From an optimization exercise on the open Yosys and OpenROAD flow, aimed at small area, a short achievable clock period and few clock cycles per item; shortcuts taken in it are not production practice.
Only simulation tests tie the RTL to the original design; equivalence was not proved.
No activity file was given, so power comes from the tool's default toggle rates.

--- design/flow/config.mk ---
export PLATFORM = sky130hd
export DESIGN_NAME = script_lexer_byte_stream_core
export DESIGN_NICKNAME = script_lexer_byte_stream_core
export VERILOG_FILES = /design/flow/design.v
export SDC_FILE = /design/flow/constraint.sdc
export NUM_CORES = 4
export LEC_CHECK = 0
export CAP_MARGIN = 20
export CORE_MARGIN = 2
export CORE_UTILIZATION = 40
export SLEW_MARGIN = 20
--- design/flow/constraint.sdc ---
create_clock -name core_clock -period 9.0 [get_ports {clk}]
set_input_delay 1.8000 -clock core_clock [delete_from_list [all_inputs] [get_ports {clk}]]
set_output_delay 1.8000 -clock core_clock [all_outputs]
set_load 0.01 [all_outputs]
--- design/flow/design.v ---
module script_lexer_byte_stream_core #(
  parameter int OFFSET_BITS       = 16,
  parameter int MAX_COMMENT_DEPTH = 15
) (
  input  logic        clk,
  input  logic        rst_n,
  input  logic        in_valid,
  output logic        in_ready,
  input  logic [7:0]  in_ch,
  input  logic        in_end_of_source,
  output logic        out_valid,
  input  logic        out_ready,
  output logic [5:0]  out_kind,
  output logic [15:0] out_start_offset,
  output logic [15:0] out_length,
  output logic [15:0] out_line,
  output logic [62:0] out_int_value,
  output logic [2:0]  out_error_code,
  output logic        out_last,
  input  logic        cfg_we,
  input  logic [15:0] cfg_wdata
);
  localparam logic [3:0] M_IDLE = 4'd0, M_MINUS = 4'd1, M_PLUS = 4'd2, M_STAR = 4'd3,
                         M_CMP = 4'd4, M_SLASH = 4'd5, M_LINE_C = 4'd6, M_BLOCK = 4'd7,
                         M_BLOCK_STAR = 4'd8, M_BLOCK_SLASH = 4'd9, M_STRING = 4'd10,
                         M_INT = 4'd11, M_INT_DOT = 4'd12, M_FLOAT = 4'd13,
                         M_IDENT = 4'd14;
  localparam logic [62:0] VAL_MAX = {63{1'b1}};
  localparam logic [62:0] ACC_LIM = 63'd922337203685477580;
  localparam logic [5:0] K_DOT = 6'd7, K_MINUS = 6'd8, K_DEC = 6'd9, K_ARROW = 6'd10,
                         K_PLUS = 6'd11, K_INC = 6'd12, K_STAR = 6'd14, K_SLASH = 6'd26,
                         K_STRING = 6'd27, K_INT = 6'd28, K_FLOAT = 6'd29, K_IDENT = 6'd30,
                         K_END = 6'd31, K_ERROR = 6'd32;
  logic       r0_v, r1_v, r0_e, r1_e;
  logic       fl_r;                        
  logic [1:0] sub_r;                       
  logic [1:0] n1_r;                        
  logic [7:0] r0_c, r1_c;
  logic       cons;                        
  logic       take;
  logic       eos_in;                      
  assign eos_in   = (r0_v && r0_e) || (r1_v && r1_e) || fl_r;
  assign in_ready = !r1_v && !eos_in;
  assign take     = in_valid && in_ready;
  always_ff @(posedge clk) begin
    if (!rst_n) begin
      r0_v <= 1'b0;
      r1_v <= 1'b0;
    end else begin
      if (!r0_v || cons) begin
        r0_v <= r1_v || take;
        r1_v <= 1'b0;
      end else if (take) begin
        r1_v <= 1'b1;
      end
    end
  end
  always_ff @(posedge clk) begin
    if (!r0_v || cons) begin
      r0_c <= r1_v ? r1_c : in_ch;
      r0_e <= r1_v ? r1_e : in_end_of_source;
    end
    if (!r1_v) begin
      r1_c <= in_ch;
      r1_e <= in_end_of_source;
    end
  end
  logic [3:0]  mode_r, mode_nxt;
  logic [1:0]  pend_r, pend_nxt;           
  logic [15:0] tstart_r, pos_r, len_r, line_r, first_r, len_nxt, line_nxt;
  logic [62:0] acc_r;
  logic        ovf_r;
  logic [3:0]  depth_r, depth_nxt;
  logic [7:0] c;
  logic dig, alpha, c_minus, c_plus, c_star, c_slash, c_quote, c_nl, c_eq, c_gt, c_lt,
        c_bang, c_dot, c_ws, c_cmp, sk_hit;
  logic [5:0] sk_kind;
  assign c       = r0_c;
  assign dig     = (c >= 8'h30) && (c <= 8'h39);
  assign alpha   = ((c >= 8'h61) && (c <= 8'h7A)) || ((c >= 8'h41) && (c <= 8'h5A)) ||
                   (c == 8'h5F);
  assign c_minus = (c == 8'h2D);
  assign c_plus  = (c == 8'h2B);
  assign c_star  = (c == 8'h2A);
  assign c_slash = (c == 8'h2F);
  assign c_quote = (c == 8'h22);
  assign c_nl    = (c == 8'h0A);
  assign c_eq    = (c == 8'h3D);
  assign c_gt    = (c == 8'h3E);
  assign c_lt    = (c == 8'h3C);
  assign c_bang  = (c == 8'h21);
  assign c_dot   = (c == 8'h2E);
  assign c_ws    = (c == 8'h20) || (c == 8'h0D) || (c == 8'h09);
  assign c_cmp   = c_bang || c_eq || c_lt || c_gt;
  always_comb begin
    sk_hit  = 1'b1;
    sk_kind = 6'd0;
    case (c)
      8'h28:   sk_kind = 6'd0;
      8'h29:   sk_kind = 6'd1;
      8'h5B:   sk_kind = 6'd2;
      8'h5D:   sk_kind = 6'd3;
      8'h7B:   sk_kind = 6'd4;
      8'h7D:   sk_kind = 6'd5;
      8'h2C:   sk_kind = 6'd6;
      8'h2E:   sk_kind = K_DOT;
      8'h3B:   sk_kind = 6'd13;
      8'h3F:   sk_kind = 6'd15;
      8'h7C:   sk_kind = 6'd16;
      8'h3A:   sk_kind = 6'd17;
      default: sk_hit = 1'b0;
    endcase
  end
  logic [15:0] len_inc, len_inc2, pos_inc, pos_dec;
  logic [5:0]  cmp_kind, lex_kind;
  logic        s0, s1, s2, consumed, lex_long, lex_val;
  logic [2:0]  lex_err;
  logic [62:0] prod;
  logic        ovf_d, acc_we, acc_start;
  assign len_inc  = (len_r == 16'hFFFF) ? len_r : len_r + 16'd1;
  assign len_inc2 = (len_r[15:1] == 15'h7FFF) ? 16'hFFFF : len_r + 16'd2;
  assign pos_inc  = pos_r + 16'd1;
  assign pos_dec  = pos_r - 16'd1;
  assign cmp_kind = 6'd18 + {3'd0, pend_r, 1'b0};
  assign prod     = {acc_r[59:0], 3'b000} + {acc_r[61:0], 1'b0} + {59'd0, c[3:0]};
  assign ovf_d    = (acc_r > ACC_LIM) || ((acc_r == ACC_LIM) && c[3] && !c[2] && !c[1]);
  always_comb begin
    mode_nxt  = mode_r;
    pend_nxt  = pend_r;
    len_nxt   = len_r;
    line_nxt  = line_r;
    depth_nxt = depth_r;
    consumed  = 1'b0;
    s0        = 1'b0;
    s1        = 1'b0;
    lex_long  = 1'b0;                       
    lex_kind  = 6'd0;
    acc_we    = 1'b0;
    acc_start = 1'b0;
    case (mode_r)
      M_MINUS, M_PLUS, M_STAR, M_CMP: mode_nxt = M_IDLE;
      default: ;
    endcase
    case (mode_r)
      M_MINUS: begin
        s0 = 1'b1;
        lex_kind = K_MINUS;
        if (c_minus || c_gt) begin
          consumed = 1'b1;
          lex_long = 1'b1;
          lex_kind = c_minus ? K_DEC : K_ARROW;
        end
      end
      M_PLUS: begin
        s0 = 1'b1;
        consumed = c_plus;
        lex_long = c_plus;
        lex_kind = c_plus ? K_INC : K_PLUS;
      end
      M_STAR: begin
        s0 = 1'b1;
        consumed = c_star;
        lex_long = c_star;
        lex_kind = K_STAR;
      end
      M_CMP: begin
        s0 = 1'b1;
        consumed = c_eq;
        lex_long = c_eq;
        lex_kind = cmp_kind + {5'd0, c_eq};
      end
      M_SLASH: begin
        lex_kind = K_SLASH;
        if (c_slash) begin
          consumed = 1'b1;
          mode_nxt = M_LINE_C;
        end else if (c_star) begin
          consumed = 1'b1;
          len_nxt = len_inc;
          mode_nxt = M_BLOCK;
          depth_nxt = 4'd1;
        end else begin
          s0 = 1'b1;
        end
      end
      M_LINE_C: begin
        consumed = 1'b1;
        if (c_nl) begin
          line_nxt = line_r + 16'd1;
          mode_nxt = M_IDLE;
        end
      end
      M_BLOCK, M_BLOCK_STAR, M_BLOCK_SLASH: begin
        consumed = 1'b1;
        len_nxt = len_inc;
        if (mode_r == M_BLOCK_STAR && c_slash) begin
          depth_nxt = (depth_r != 4'd0) ? depth_r - 4'd1 : depth_r;
          mode_nxt  = (depth_nxt == 4'd0) ? M_IDLE : M_BLOCK;
        end else if (mode_r == M_BLOCK_SLASH && c_star) begin
          depth_nxt = (depth_r != 4'(MAX_COMMENT_DEPTH)) ? depth_r + 4'd1 : depth_r;
          mode_nxt  = M_BLOCK;
        end else if (c_nl) begin
          line_nxt = line_r + 16'd1;
          mode_nxt = M_BLOCK;
        end else if (c_star) begin
          mode_nxt = M_BLOCK_STAR;
        end else if (c_slash) begin
          mode_nxt = M_BLOCK_SLASH;
        end else begin
          mode_nxt = M_BLOCK;
        end
      end
      M_STRING: begin
        consumed = 1'b1;
        len_nxt = len_inc;
        lex_kind = K_STRING;
        if (c_quote) begin
          s0 = 1'b1;
          lex_long = 1'b1;
          mode_nxt = M_IDLE;
        end else if (c_nl) begin
          line_nxt = line_r + 16'd1;
        end
      end
      M_INT, M_INT_DOT: begin
        lex_kind = ovf_r ? K_ERROR : K_INT;
        if (dig) begin
          consumed = 1'b1;
          if (mode_r == M_INT_DOT) begin
            len_nxt = len_inc2;
            mode_nxt = M_FLOAT;
          end else begin
            len_nxt = len_inc;
            acc_we = !ovf_r;
          end
        end else if (mode_r == M_INT && c_dot) begin
          consumed = 1'b1;
          mode_nxt = M_INT_DOT;
        end else begin
          s0 = 1'b1;
          s1 = (mode_r == M_INT_DOT);
        end
      end
      M_FLOAT, M_IDENT: begin
        lex_kind = (mode_r == M_FLOAT) ? K_FLOAT : K_IDENT;
        if (dig || (mode_r == M_IDENT && alpha)) begin
          consumed = 1'b1;
          len_nxt = len_inc;
        end else begin
          s0 = 1'b1;
        end
      end
      default: consumed = 1'b0;
    endcase
    if (!consumed) begin
      mode_nxt = M_IDLE;
      len_nxt  = 16'd1;
      if (c_minus) mode_nxt = M_MINUS;
      else if (c_plus) mode_nxt = M_PLUS;
      else if (c_star) mode_nxt = M_STAR;
      else if (c_cmp) begin
        mode_nxt = M_CMP;
        pend_nxt = c_bang ? 2'd0 : c_eq ? 2'd1 : c_lt ? 2'd2 : 2'd3;
      end
      else if (c_slash) mode_nxt = M_SLASH;
      else if (c_nl) line_nxt = line_r + 16'd1;
      else if (c_quote) mode_nxt = M_STRING;
      else if (dig) begin
        mode_nxt  = M_INT;
        acc_we    = 1'b1;
        acc_start = 1'b1;
      end
      else if (alpha) mode_nxt = M_IDENT;
    end
  end
  assign s2 = !consumed && !c_minus && !c_plus && !c_star && !c_cmp && !c_slash && !c_ws &&
              !c_nl && !c_quote && !dig && !alpha;
  logic       f3, f4;
  logic [5:0] fl_kind;
  logic [2:0] fl_err;
  always_comb begin
    f3 = 1'b1;
    fl_err = 3'd0;
    case (mode_r)
      M_MINUS:  fl_kind = K_MINUS;
      M_PLUS:   fl_kind = K_PLUS;
      M_STAR:   fl_kind = K_STAR;
      M_CMP:    fl_kind = cmp_kind;
      M_SLASH:  fl_kind = K_SLASH;
      M_BLOCK, M_BLOCK_STAR, M_BLOCK_SLASH: begin
        fl_kind = K_ERROR;
        fl_err  = 3'd3;
      end
      M_STRING: begin
        fl_kind = K_ERROR;
        fl_err  = 3'd2;
      end
      M_INT, M_INT_DOT: begin
        fl_kind = ovf_r ? K_ERROR : K_INT;
        fl_err  = ovf_r ? 3'd4 : 3'd0;
      end
      M_FLOAT:  fl_kind = K_FLOAT;
      M_IDENT:  fl_kind = K_IDENT;
      default: begin
        fl_kind = 6'd0;
        f3 = 1'b0;
      end
    endcase
  end
  assign f4 = (mode_r == M_INT_DOT);
  logic [1:0] k1;
  logic       t_lex, t_dot, t_one, t_end, last1, last2;
  assign k1 = {1'b0, s0} + {1'b0, s1} + {1'b0, s2};
  always_comb begin
    t_lex = 1'b0;
    t_dot = 1'b0;
    t_one = 1'b0;
    t_end = 1'b0;
    if (!fl_r) begin
      case (sub_r)
        2'd0:    begin t_lex = s0;  t_one = !s0; end
        2'd1:    begin t_dot = s1;  t_one = !s1; end
        default: t_one = 1'b1;
      endcase
    end else begin
      case (sub_r)
        2'd0:    begin t_lex = f3;  t_end = !f3; end
        2'd1:    begin t_dot = f4;  t_end = !f4; end
        default: t_end = 1'b1;
      endcase
    end
  end
  assign last1 = r0_e && (sub_r == 2'd2);
  assign last2 = t_end || (n1_r + sub_r == 2'd2);
  assign out_valid = fl_r || (r0_v && (k1 != 2'd0));
  assign out_line  = line_r;
  assign out_start_offset = t_lex ? tstart_r : t_dot ? pos_dec : pos_r;
  assign out_length = t_lex ? ((lex_long && !fl_r) ? len_inc : len_r) :
                      t_end ? 16'd0 : 16'd1;
  assign lex_val = (mode_r == M_INT) || (mode_r == M_INT_DOT);
  assign out_int_value = (t_lex && lex_val) ? acc_r : 63'd0;
  assign lex_err = (fl_r ? fl_err : (ovf_r && lex_val) ? 3'd4 : 3'd0);
  assign out_kind = t_lex ? (fl_r ? fl_kind : lex_kind) :
                    t_dot ? K_DOT :
                    t_end ? K_END :
                    sk_hit ? sk_kind : K_ERROR;
  assign out_error_code = t_lex ? lex_err : (t_one && !sk_hit) ? 3'd1 : 3'd0;
  assign out_last = fl_r ? last2 : last1;
  logic step_done, fl_done, src_done, busy;
  assign step_done = r0_v && !fl_r && ((k1 == 2'd0) || (out_ready && (sub_r == k1 - 2'd1)));
  assign cons      = step_done;
  assign fl_done   = fl_r && out_ready && last2;
  assign src_done  = fl_done || (cons && r0_e && (k1 == 2'd3));
  assign busy      = r0_v || r1_v || fl_r;
  always_ff @(posedge clk) begin
    if (!rst_n) begin
      fl_r  <= 1'b0;
      sub_r <= 2'd0;
    end else if (src_done) begin
      fl_r  <= 1'b0;
      sub_r <= 2'd0;
    end else if (cons) begin
      fl_r  <= r0_e;
      sub_r <= 2'd0;
    end else if (out_valid && out_ready) begin
      sub_r <= sub_r + 2'd1;
    end
  end
  always_ff @(posedge clk) begin
    if (cons) n1_r <= k1;
  end
  always_ff @(posedge clk) begin
    if (!rst_n) begin
      mode_r  <= M_IDLE;
      pos_r   <= 16'd0;
      line_r  <= 16'd1;
      first_r <= 16'd1;
    end else begin
      if (cfg_we) first_r <= cfg_wdata;
      if (cfg_we && (!busy || src_done)) line_r <= cfg_wdata;
      else if (src_done) line_r <= first_r;
      else if (cons) line_r <= line_nxt;
      if (src_done) begin
        mode_r <= M_IDLE;
        pos_r  <= 16'd0;
      end else if (cons) begin
        mode_r <= mode_nxt;
        pos_r  <= pos_inc;
      end
    end
  end
  always_ff @(posedge clk) begin
    if (cons) begin
      pend_r  <= pend_nxt;
      len_r   <= len_nxt;
      depth_r <= depth_nxt;
      if (!consumed) tstart_r <= pos_r;
    end
    if (cons && acc_we) begin
      acc_r <= acc_start ? {59'd0, c[3:0]} : ovf_d ? VAL_MAX : prod;
      ovf_r <= acc_start ? 1'b0 : ovf_d;
    end
  end
endmodule
--- design/flow/run.sh ---
#!/bin/bash
# synth_recipe.tcl (not shown) runs the flow's synth.tcl, then flattens the netlist and writes it again
# the make line also repeats each setting of config.mk as NAME=value (left out here)
make -C /OpenROAD-flow-scripts/flow DESIGN_CONFIG=/design/flow/config.mk WORK_HOME=/design/flow/orfs CLKGATE_MAP_FILE= SYNTH_SCRIPT=/design/flow/synth_recipe.tcl finish
==> summary.txt <==
[report_power, final]
part	switching, uW	internal (uW)	leakage, uW
Combinational	1380	1010	0.00488
Sequential	221	1110	0.00156
Clock	375	422	0.000308
[worst paths after layout]
kind / startpoint / endpoint / slack (ns) / cells past startpoint
max: r0_c[3] / acc_r[4] / 1.73 / 18
min: r1_e / r1_e / 0.48 / 1
max reg2reg: r0_c[3] / acc_r[4] / 1.73 / 18
min reg2reg: r1_e / r1_e / 0.48 / 1
[cells by family (layout without fill, tap and decap cells)]
family / after synthesis / count (layout) / share of synthesized area [%]
simple gates: 680 / 680 / 22.01
compound gates: 512 / 512 / 21.51
flops: 179 / 179 / 30.57
buf+inv: 165 / 250 / 4.706
fa+ha+maj: 137 / 137 / 11.26
xor+xnor: 117 / 117 / 6.646
mux: 49 / 49 / 3.286
[worst max-delay path, delay by kind of cell, from the launching register on]
kind | cells | cell delay [ns]
AND/OR/NAND/NOR | 5 | 1.89
adder cells (fa/ha/maj) | 2 | 0.79
flip-flops | 1 | 0.96
buffers and inverters | 5 | 1.78
XOR/XNOR | 1 | 0.14
AO/OA/AOI/OAI | 5 | 1.28
[cell type report]
cell class              instances  area [sq um]
fillers                      3721         20020
multi-input cells            1495         10020
flip-flops and latches        179          4715
repair buffers                167          1634
well taps                     511         639.4
clock buffers                  19         464.2
inverters                      51         191.4
clock inverters                13         162.7
[metrics by stage]
stage / cell area (sq um) / cells
floorplan: 15420 / 1839
global placement: 17190 / 2403
detailed placement: 17190 / 2403
CTS: 17810 / 2435
global route: 17820 / 2435
finish: 17820 / 2435
[cell usage in the layout (no fill, tap or decap), drive strengths merged, types with 7 or more instances in the layout]
cell,netlist,layout
a211oi,18,18
a21o,25,25
a21oi,196,196
a221oi,9,9
a311oi,10,10
a31oi,23,23
a41oi,7,7
and2,75,75
and3,19,19
buf,40,15
clkbuf,74,19
clkdlybuf4s50,0,152
clkinv,3,9
dfxtp,66,66
edfxtp,113,113
ha,134,134
inv,48,54
mux2,13,13
mux2i,36,36
nand2,164,164
nand2b,12,12
nand3,56,56
nand4,36,36
nor2,178,178
nor2b,31,31
nor3,44,44
nor3b,7,7
nor4,13,13
o211a,17,17
o211ai,8,8
o21a,15,15
o21ai,93,93
o21bai,15,15
o221ai,10,10
o22ai,10,10
or3,17,17
xnor2,62,62
xor2,55,55
[Yosys cell counts (10+ instances only)]
cell type	n
sky130_fd_sc_hd__clkbuf_1	74
sky130_fd_sc_hd__o21a_1	14
sky130_fd_sc_hd__a211oi_1	17
sky130_fd_sc_hd__nor3_1	42
sky130_fd_sc_hd__o211a_1	17
sky130_fd_sc_hd__mux2i_1	36
sky130_fd_sc_hd__a21oi_1	193
sky130_fd_sc_hd__or3_1	17
sky130_fd_sc_hd__xor2_1	55
sky130_fd_sc_hd__and3_1	19
sky130_fd_sc_hd__a311oi_1	10
sky130_fd_sc_hd__nor4_1	12
sky130_fd_sc_hd__o21bai_1	14
sky130_fd_sc_hd__o221ai_1	10
sky130_fd_sc_hd__nand2b_1	12
sky130_fd_sc_hd__edfxtp_1	113
sky130_fd_sc_hd__nand2_1	162
sky130_fd_sc_hd__a31oi_1	22
sky130_fd_sc_hd__a21o_1	24
sky130_fd_sc_hd__nor2_1	177
sky130_fd_sc_hd__ha_1	134
sky130_fd_sc_hd__xnor2_1	62
sky130_fd_sc_hd__mux2_2	13
sky130_fd_sc_hd__and2_1	75
sky130_fd_sc_hd__o21ai_0	87
sky130_fd_sc_hd__nand4_1	36
sky130_fd_sc_hd__buf_2	22
sky130_fd_sc_hd__nor2b_1	31
sky130_fd_sc_hd__inv_1	48
sky130_fd_sc_hd__o22ai_1	10
sky130_fd_sc_hd__dfxtp_1	66
sky130_fd_sc_hd__nand3_1	56
[metal layers]
layer / global-route usage, % / part of all wire [%] / vias up
met5: 0 / 0 / -
met4: 7.302 / 2.5 / 0
met3: 3.775 / 5.6 / 69
met2: 34.30 / 46 / 404
met1: 28.63 / 46 / 6718
li1: - / - / 6894
[sequential cells by signal (all words and copies together), names as in the netlist]
name      count
acc_r        63
first_r      16
len_r        16
line_r       16
pos_r        16
tstart_r     16
r0_c          8
r1_c          8
depth_r       4
mode_r        4
n1_r          2
pend_r        2
sub_r         2
fl_r          1
ovf_r         1
r0_e          1
r0_v          1
r1_e          1
r1_v          1
==> results.toml <==
[yosys]
synth_area_leaders = "sky130_fd_sc_hd__edfxtp_1, sky130_fd_sc_hd__ha_1, sky130_fd_sc_hd__dfxtp_1"
number_of_different_library_cells_in_the_post_synthesis_netlist = 92
post-synth-top-area-fraction_pct = 22.01
synth_edf_count = 113
syn-instance-count = 1839
ys_seq_elements = 179
share_of_synthesized_registers_carrying_an_async_set_or_reset_pct = 0
syn_avg_cell_area_sq_um = 8.385
synth_area_leader = "sky130_fd_sc_hd__edfxtp_1"
synth_seq_area_share_pct = 30.57
netlist_area_sq_um = 15420
synth_fp_nets = 2006
synth_warnings = 1
synth_ff_type = "sky130_fd_sc_hd__edfxtp_1"

[worst_setup_path]
crit_path_max_fanout = 44
worst-endpoint-required_ns = 9.09
critical_path_at_ns = 7.37
critPathKind = "reg2reg"
cp_most_frequent_cell = "sky130_fd_sc_hd__inv_1"
startpoint_class_of_the_critical_path = "flop"
timing.critical_path.cells = "nand3_1 -> o21ai_1 -> and2_1 -> o21ai_0 -> a31oi_2 -> buf_4 -> nand3_1 -> a211oi_1 -> fa_1 -> inv_1 -> ha_1 -> xor2_1 -> a31oi_1 -> inv_1 -> nand3b_1 -> inv_1 -> and3_2 -> buf_4"
cpPeakStageDelay_ns = 0.96
worstSetupEndpointType = "flop"
timing.critical_path.slowest_stage_cell = "sky130_fd_sc_hd__edfxtp_1"

[grt]
track_usage_pct = 21.25
global_route_wire_length_before_repair_microns = 70440
grt_start_max_net_pins = 65
number_of_antenna_violations_at_the_first_check_in_global_routing = 0
number_of_global_route_vias_before_repair = 13300
total_congestion_overflow_after_global_routing = 0

[final_layout]
drive_gt1_share_pct = 5.198
finalNetCount = 2078
final_core_util_pct = 47.10
antennaDiodeCount = 0
area_growth_pct = 15.59

[floorplan]
area_of_the_die_sq_um = 40140
start_util_pct = 40.75
die_w_microns = 200.3
placement_rows = 71
core_area_sq_um = 37840
ioPinCount = 153
floorplan.die.height_microns = 200.3

[routing]
drt_first_iter_violations = 1137
dr_total_vias = 14090
viasPerCell = 5.784
route.detailed.drc = 0
drt.antenna.violating_nets = 0
postRouteWirelength_microns = 43860
post_drt_wl_per_cell_microns = 18.01
drtPass1Iterations = 5

[clocking]
numCtsBuffers = 17
cts.clk_slew.worst_paths_ns = 0.07
post_cts_hold_buffer_count = 0
clock_sinks = 179
cts.path.max_buffers = 2
cts_tree = "yes"
clock_latency_ns = 0.46
cts_resized = 0
cts.htree.levels = 4
cts.root.buffer_cell = "sky130_fd_sc_hd__clkbuf_16"
post-cts-setup-buffers = 0

[sta]
skew_ns = 0.01289
final_period_minus_worst_setup_slack_ns = 7.274
unrepaired_setup_endpoints_after_global_routing = "false"
max_slew.worst_pin.slew_ns = 0.9875
slew_viol_final = 0
setup_tns_ns = 0
fin_worst_hold_slack_ns = 0.4781
timing.fmax_ghz = 0.1375
layout_worst_path_cycle_share_pct = 80.82
final-setup-viol-count = 0
setup_slack_ns = 1.726
hold_violations = 0
timing.max_slew.rel_slack_pct = 34.00

[power_and_ir_drop]
leakagePower_uw = 0.006743
p_per_area_nw_per_um2 = 253.7
total_power_uw = 4522
max-vdd-ir-drop_v = 0.0001815

[placement]
post-place-ws_ns = 1.859
dp.final_hpwl_microns = 32490
routabilityCongestion = 0.9626
port-buffer-count = 152

[job]
max_cap_viol_count = 0

[run_status]
run_status = "finished clean"

[worst_hold_path]
timing.hold.worst.class = "reg2reg"
Testbench counts, summed over its fixed seeds: cycles 22,094, bytes 21,524.

## re-timing with driven ports
How much do the figures lean on ideal ports? The routed layout below was timed once more, with nothing changed but the port constraints.
Step 1, drivers: a clkbuf_16 drives clk and a buf_2 each remaining input, both assumed.
Step 2 adds t to the input delays and takes it off the output delays; t is the mean of the earliest and latest rising clock arrival at the registers after step 1. Input paths then give back, and output paths get back, about the clock's delay inside the block.
Three values: ideal ports, drivers, drivers and shift; two values: the first two.
t (ns): 0.506
setup slack, ns: 1.726 / 1.726 / 1.726
pins driven straight from the clock port: 1
After both steps this run still meets setup and hold. The setup slack of this run moves by 0.000 ns with the drivers and by 0.000 ns with both steps.
